This design comes from an exercise in tuning for small area, a short achievable clock period and few clock cycles on the open sky130 flow, not from production work. At most, simulation tests tie the RTL to the original design; equivalence was not proved.

==> flow/design.v <==
package sacu_pkg;
    localparam logic [2:0] KIND_ALLOC   = 3'd0;
    localparam logic [2:0] KIND_FREE    = 3'd1;
    localparam logic [2:0] KIND_COMPACT = 3'd2;
    localparam logic [2:0] KIND_WRITE   = 3'd3;
    localparam logic [2:0] KIND_READ    = 3'd4;
    localparam logic [2:0] ST_OK       = 3'd0;
    localparam logic [2:0] ST_OOM      = 3'd1;
    localparam logic [2:0] ST_FULL     = 3'd2;
    localparam logic [2:0] ST_NOTFOUND = 3'd3;
    localparam logic [2:0] ST_BAD      = 3'd4;
endpackage
import sacu_pkg::*;
module segment_allocator_with_compaction_unit (
    input  logic        clk,
    input  logic        rst_n,
    input  logic        s_tvalid,
    output logic        s_tready,
    input  logic [23:0] s_tdata,    
    output logic        m_tvalid,
    input  logic        m_tready,
    output logic [23:0] m_tdata     
);
    function automatic logic [31:0] pfx_or(input logic [31:0] v);
        logic [31:0] r;
        r = v;
        r = r | (r << 1);
        r = r | (r << 2);
        r = r | (r << 4);
        r = r | (r << 8);
        r = r | (r << 16);
        pfx_or = r;
    endfunction
    function automatic logic [32:0] therm(input logic [5:0] t);
        for (int q = 0; q < 33; q++)
            therm[q] = (6'(q) < t);
    endfunction
    typedef struct packed {
        logic       k_alloc;
        logic       k_free;
        logic       k_comp;
        logic       k_write;
        logic       k_read;
        logic       sz_zero;
        logic [5:0] m;         
        logic [4:0] a;
        logic [7:0] wd;
    } req_t;
    logic        q0_full, q1_full;
    req_t        q0;
    logic [21:0] q1;
    logic        r_full;       
    logic        r_search;     
    logic        r_fits;
    logic        r_hit;        
    logic        r_comp;       
    logic        r_read;       
    logic [31:0] r_data;       
    logic        o0_full;
    logic [16:0] o0;           
    logic [7:0]  mem [32];
    logic [31:0] seg_s;
    logic [31:0] seg_f;
    logic [5:0]  top;
    logic [32:0] below;
    logic [4:0]  cnt;
    logic [21:0] q_in;         
    req_t        din;
    always_comb
    begin
        q_in        = q1_full ? q1 : s_tdata[21:0];
        din.k_alloc = (q_in[2:0] == KIND_ALLOC);
        din.k_free  = (q_in[2:0] == KIND_FREE);
        din.k_comp  = (q_in[2:0] == KIND_COMPACT);
        din.k_write = (q_in[2:0] == KIND_WRITE);
        din.k_read  = (q_in[2:0] == KIND_READ);
        din.sz_zero = (q_in[8:3] == 6'd0);
        din.m       = q_in[8:3] - 6'd1;
        din.a       = q_in[13:9];
        din.wd      = q_in[21:14];
    end
    logic [31:0] hot_top;      
    logic [31:0] hot_a;        
    logic [31:0] ge_a;         
    always_comb
    begin
        for (int p = 0; p < 32; p++)
        begin
            hot_top[p] = below[p] ^ (p == 0 ? 1'b1 : below[p == 0 ? 0 : p - 1]);
            hot_a[p]   = (5'(p) == q0.a);
            ge_a[p]    = (5'(p) >= q0.a);
        end
    end
    logic        fits;
    logic        can_append;
    logic [32:0] cont;         
    logic [31:0] a1, a2, a4, a8, a16;
    logic [31:0] r0, r1, r2, r3, r4, r5;
    logic [31:0] match;
    assign fits       = (7'(top) + 7'(q0.m)) <= 7'd31;
    assign can_append = fits && !cnt[4];
    always_comb
    begin
        cont = {1'b0, ~seg_s & below[31:0]};
        a1  = cont[32:1];
        a2  = a1 & (a1 >> 1);
        a4  = a2 & (a2 >> 2);
        a8  = a4 & (a4 >> 4);
        a16 = a8 & (a8 >> 8);
        r0 = ~cont[32:1];
        r1 = q0.m[0] ? (a1  & (r0 >> 1))  : r0;
        r2 = q0.m[1] ? (a2  & (r1 >> 2))  : r1;
        r3 = q0.m[2] ? (a4  & (r2 >> 4))  : r2;
        r4 = q0.m[3] ? (a8  & (r3 >> 8))  : r3;
        r5 = q0.m[4] ? (a16 & (r4 >> 16)) : r4;
        match = q0.m[5] ? 32'd0 : (seg_s & seg_f & r5);
    end
    logic        found;
    logic [31:0] free_mask;
    assign found     = |(seg_s & hot_a);
    assign free_mask = ge_a & ~pfx_or(seg_s & (ge_a << 1)) & below[31:0];
    logic [31:0] ge_f;
    logic [31:0] low_hot;
    logic [31:0] shift;
    logic        any_f;
    logic        seg_gone;     
    always_comb
    begin
        ge_f     = pfx_or(seg_f);
        any_f    = |seg_f;
        low_hot  = seg_f & ~(ge_f << 1);
        shift    = ge_f & below[31:0];
        seg_gone = |(low_hot & ({1'b1, seg_s[31:1]} | ~below[32:1]));
    end
    logic        r_move;       
    logic        r_clear;      
    logic        stall;
    logic        go;           
    logic        done;         
    logic        op_append, op_free, op_write, op_step;
    logic [2:0]  res_st;
    logic [5:0]  res_ra;
    logic        x_search;
    assign r_move = r_full && (!o0_full || m_tready) && !(r_comp && any_f);
    assign stall  = r_full && r_search && r_hit && (q0.k_alloc || q0.k_comp);
    assign go     = q0_full && (!r_full || r_move) && !stall;
    always_comb
    begin
        x_search  = q0.k_alloc && !q0.sz_zero && !can_append;
        op_append = go && q0.k_alloc && !q0.sz_zero && can_append;
        op_free   = go && q0.k_free && found;
        op_write  = go && q0.k_write;
        op_step   = any_f && ((go && q0.k_comp) || (r_full && r_comp));
        done      = go;
        res_st = ST_BAD;
        res_ra = '0;
        if (q0.k_alloc && !q0.sz_zero && can_append)
        begin
            res_st = ST_OK;
            res_ra = top;
        end
        if (q0.k_free)
            res_st = found ? ST_OK : ST_NOTFOUND;
        if (q0.k_comp)
        begin
            res_st = ST_OK;
            res_ra = any_f ? top - 6'd1 : top;
        end
        if (q0.k_write)
            res_st = ST_OK;
        if (q0.k_read)
            res_st = ST_OK;
    end
    logic [31:0] ge_match;
    logic [31:0] first;
    logic        hit;
    logic [4:0]  hit_pos;
    logic [16:0] res;
    always_comb
    begin
        ge_match = pfx_or(r_data);
        first    = r_data & ~(ge_match << 1);
        hit      = ge_match[31];
        hit_pos  = '0;
        for (int p = 0; p < 32; p++)
            if (first[p]) hit_pos = hit_pos | 5'(p);
        if (r_search)
        begin
            if (r_hit)
                res = {8'd0, 1'b0, hit_pos, ST_OK};
            else
                res = {8'd0, 6'd0, r_fits ? ST_FULL : ST_OOM};
        end
        else
        begin
            res = r_data[16:0];
            res[16:9] = '0;
            if (r_read)
                for (int p = 0; p < 32; p++)
                    res[16:9] = res[16:9] | (mem[p] & {8{r_data[13:9] == 5'(p)}});
        end
    end
    assign r_clear = r_move && r_search && r_hit;
    logic take;
    assign s_tready = !q1_full;
    assign take     = s_tvalid && !q1_full;
    always_ff @(posedge clk or negedge rst_n)
    begin
        if (!rst_n)
        begin
            q0_full <= 1'b0;
            q1_full <= 1'b0;
            r_full  <= 1'b0;
            o0_full <= 1'b0;
        end
        else
        begin
            if (!q0_full || done)
            begin
                q0_full <= q1_full || take;
                q1_full <= 1'b0;
            end
            else if (take)
                q1_full <= 1'b1;
            if (done)
                r_full <= 1'b1;
            else if (r_move)
                r_full <= 1'b0;
            if (!o0_full || m_tready)
                o0_full <= r_move;
        end
    end
    always_ff @(posedge clk)
    begin
        if (!q0_full || done)
            q0 <= din;
        if (!q1_full)
            q1 <= s_tdata[21:0];
        if (done)
        begin
            r_search <= x_search;
            r_fits   <= fits;
            r_hit    <= |match;
            r_comp   <= q0.k_comp;
            r_read   <= q0.k_read;
            r_data   <= x_search ? match : {18'd0, q0.a, res_ra, res_st};
        end
        else if (op_step)
            r_data[8:3] <= top - 6'd1;
        if (!o0_full || m_tready)
            o0 <= res;
    end
    assign m_tvalid = o0_full;
    assign m_tdata  = {7'd0, o0};
    logic [31:0] m_we, m_sh, m_keep;
    always_comb
    begin
        for (int p = 0; p < 32; p++)
        begin
            m_we[p]   = op_write && hot_a[p];
            m_sh[p]   = op_step && shift[p] && below[p + 1];
            m_keep[p] = !(m_we[p] || (op_step && shift[p]) || (op_free && free_mask[p]));
        end
    end
    always_ff @(posedge clk or negedge rst_n)
    begin
        if (!rst_n)
        begin
            for (int p = 0; p < 32; p++)
                mem[p] <= 8'd0;
        end
        else
        begin
            for (int p = 0; p < 32; p++)
                mem[p] <= ({8{m_we[p]}} & q0.wd)
                        | ({8{m_sh[p]}} & ((p < 31) ? mem[p < 31 ? p + 1 : p] : 8'd0))
                        | ({8{m_keep[p]}} & mem[p]);
        end
    end
    logic [5:0] top_next;
    always_comb
    begin
        top_next = top;
        if (op_append)
            top_next = top + q0.m + 6'd1;
        if (op_step && any_f)
            top_next = top - 6'd1;
    end
    always_ff @(posedge clk or negedge rst_n)
    begin
        if (!rst_n)
        begin
            seg_s <= '0;
            seg_f <= '0;
            top   <= '0;
            below <= '0;
            cnt   <= '0;
        end
        else
        begin
            for (int p = 0; p < 32; p++)
            begin
                if (op_append && hot_top[p])
                    seg_s[p] <= 1'b1;
                else if (op_step && shift[p])
                    seg_s[p] <= (p < 31) ? ((low_hot[p] || seg_s[p < 31 ? p + 1 : p]) && below[p + 1]) : 1'b0;
                if (op_free && hot_a[p])
                    seg_f[p] <= 1'b1;
                else if (r_clear && first[p])
                    seg_f[p] <= 1'b0;
                else if (op_step && shift[p])
                    seg_f[p] <= (p < 31) ? ((low_hot[p] && !seg_s[p < 31 ? p + 1 : p]) || seg_f[p < 31 ? p + 1 : p]) && below[p + 1] : 1'b0;
            end
            top   <= top_next;
            below <= therm(top_next);
            if (op_append)
                cnt <= cnt + 5'd1;
            if (op_step && seg_gone)
                cnt <= cnt - 5'd1;
        end
    end
endmodule
clock: 6.0 ns
lec_check: 0
abc_area: 1
cap_margin: 20
core_margin: 2
core_utilization: 40
cts_buf_list: sky130_fd_sc_hd__clkbuf_4 sky130_fd_sc_hd__clkbuf_8
setup_slack_margin: 3.0
slew_margin: 20
tns_end_percent: 0
run.sh (not shown) runs the stock make flow with config.mk's settings and CLKGATE_MAP_FILE= SYNTH_SCRIPT=/design/flow/synth_recipe.tcl, a recipe that flattens the netlist after the stock synthesis.
Testbench counts at the start, summed over its fixed seeds: cycles 16,279.
Next try:
--- a/flow/design.v
+++ b/flow/design.v
@@ -40,13 +40,13 @@
         logic       k_free;
         logic       k_comp;
         logic       k_write;
         logic       k_read;
         logic       sz_zero;
         logic [5:0] m;         
-        logic [4:0] a;
+        logic [31:0] ge;       
         logic [7:0] wd;
     } req_t;
     logic        q0_full, q1_full;
     req_t        q0;
     logic [21:0] q1;
     logic        r_full;       
@@ -73,25 +73,26 @@
         din.k_free  = (q_in[2:0] == KIND_FREE);
         din.k_comp  = (q_in[2:0] == KIND_COMPACT);
         din.k_write = (q_in[2:0] == KIND_WRITE);
         din.k_read  = (q_in[2:0] == KIND_READ);
         din.sz_zero = (q_in[8:3] == 6'd0);
         din.m       = q_in[8:3] - 6'd1;
-        din.a       = q_in[13:9];
+        for (int p = 0; p < 32; p++)
+            din.ge[p] = (5'(p) >= q_in[13:9]);
         din.wd      = q_in[21:14];
     end
     logic [31:0] hot_top;      
     logic [31:0] hot_a;        
     logic [31:0] ge_a;         
     always_comb
     begin
         for (int p = 0; p < 32; p++)
         begin
             hot_top[p] = below[p] ^ (p == 0 ? 1'b1 : below[p == 0 ? 0 : p - 1]);
-            hot_a[p]   = (5'(p) == q0.a);
-            ge_a[p]    = (5'(p) >= q0.a);
+            hot_a[p]   = q0.ge[p] && !(p > 0 && q0.ge[p > 0 ? p - 1 : 0]);
+            ge_a[p]    = q0.ge[p];
         end
     end
     logic        fits;
     logic        can_append;
     logic [32:0] cont;         
     logic [31:0] a1, a2, a4, a8, a16;
@@ -188,20 +189,20 @@
         begin
             if (r_hit)
                 res = {8'd0, 1'b0, hit_pos, ST_OK};
             else
                 res = {8'd0, 6'd0, r_fits ? ST_FULL : ST_OOM};
         end
-        else
+        else if (r_read)
         begin
-            res = r_data[16:0];
-            res[16:9] = '0;
-            if (r_read)
-                for (int p = 0; p < 32; p++)
-                    res[16:9] = res[16:9] | (mem[p] & {8{r_data[13:9] == 5'(p)}});
+            res = {8'd0, 6'd0, ST_OK};
+            for (int p = 0; p < 32; p++)
+                res[16:9] = res[16:9] | (mem[p] & {8{r_data[p]}});
         end
+        else
+            res = r_data[16:0];
     end
     assign r_clear = r_move && r_search && r_hit;
     logic take;
     assign s_tready = !q1_full;
     assign take     = s_tvalid && !q1_full;
     always_ff @(posedge clk or negedge rst_n)
@@ -240,13 +241,13 @@
         begin
             r_search <= x_search;
             r_fits   <= fits;
             r_hit    <= |match;
             r_comp   <= q0.k_comp;
             r_read   <= q0.k_read;
-            r_data   <= x_search ? match : {18'd0, q0.a, res_ra, res_st};
+            r_data   <= x_search ? match : q0.k_read ? hot_a : {23'd0, res_ra, res_st};
         end
         else if (op_step)
             r_data[8:3] <= top - 6'd1;
         if (!o0_full || m_tready)
             o0 <= res;
     end
Result: Via count barely changes; final area came out higher by a few percent; flip-flop and latch count came out higher by 26; non-clock buffer count came out lower by 22; setup slack improves by 86 ps; maximum frequency came out higher by a few percent; die area came out higher by a few percent; register-to-register slack improves by 90 ps; count of clock-buffer cells in the layout came out higher by 19.
Only the layout flow was run in the second run of this note; the RTL was not checked for function there.

## port drivers added, routing unchanged
The results above use ideal ports. As a check the final layouts listed here were re-extracted and re-timed, cells and wires unchanged.
Step 1 sets driving cells, clkbuf_16 on the clock port and buf_2 on the other inputs (assumed; they add their load-dependent delay and slew).
Step 2 times the ports against the registers' clock, not the clock port: input delays grow and output delays shrink by t, the midpoint of the rising clock arrivals with the driver on.
Three values: ideal, step 1, step 2; two values: the first two.
run	t, ns	setup WS [ns]	worst setup path after step 2	latest minus earliest clock arrival (ns)	cell pins on the clock port's net
the first run	0.778	2.749 / 2.749 / 2.140	input to register	0.042 / 0.042	1
the second run	0.780	2.835 / 2.835 / 2.265	input to register	0.036 / 0.036	1
After both steps every run listed still meets setup and hold. The setup slack of the first run, which loses most, moves by 0.000 ns with the drivers and by -0.609 ns with both steps.
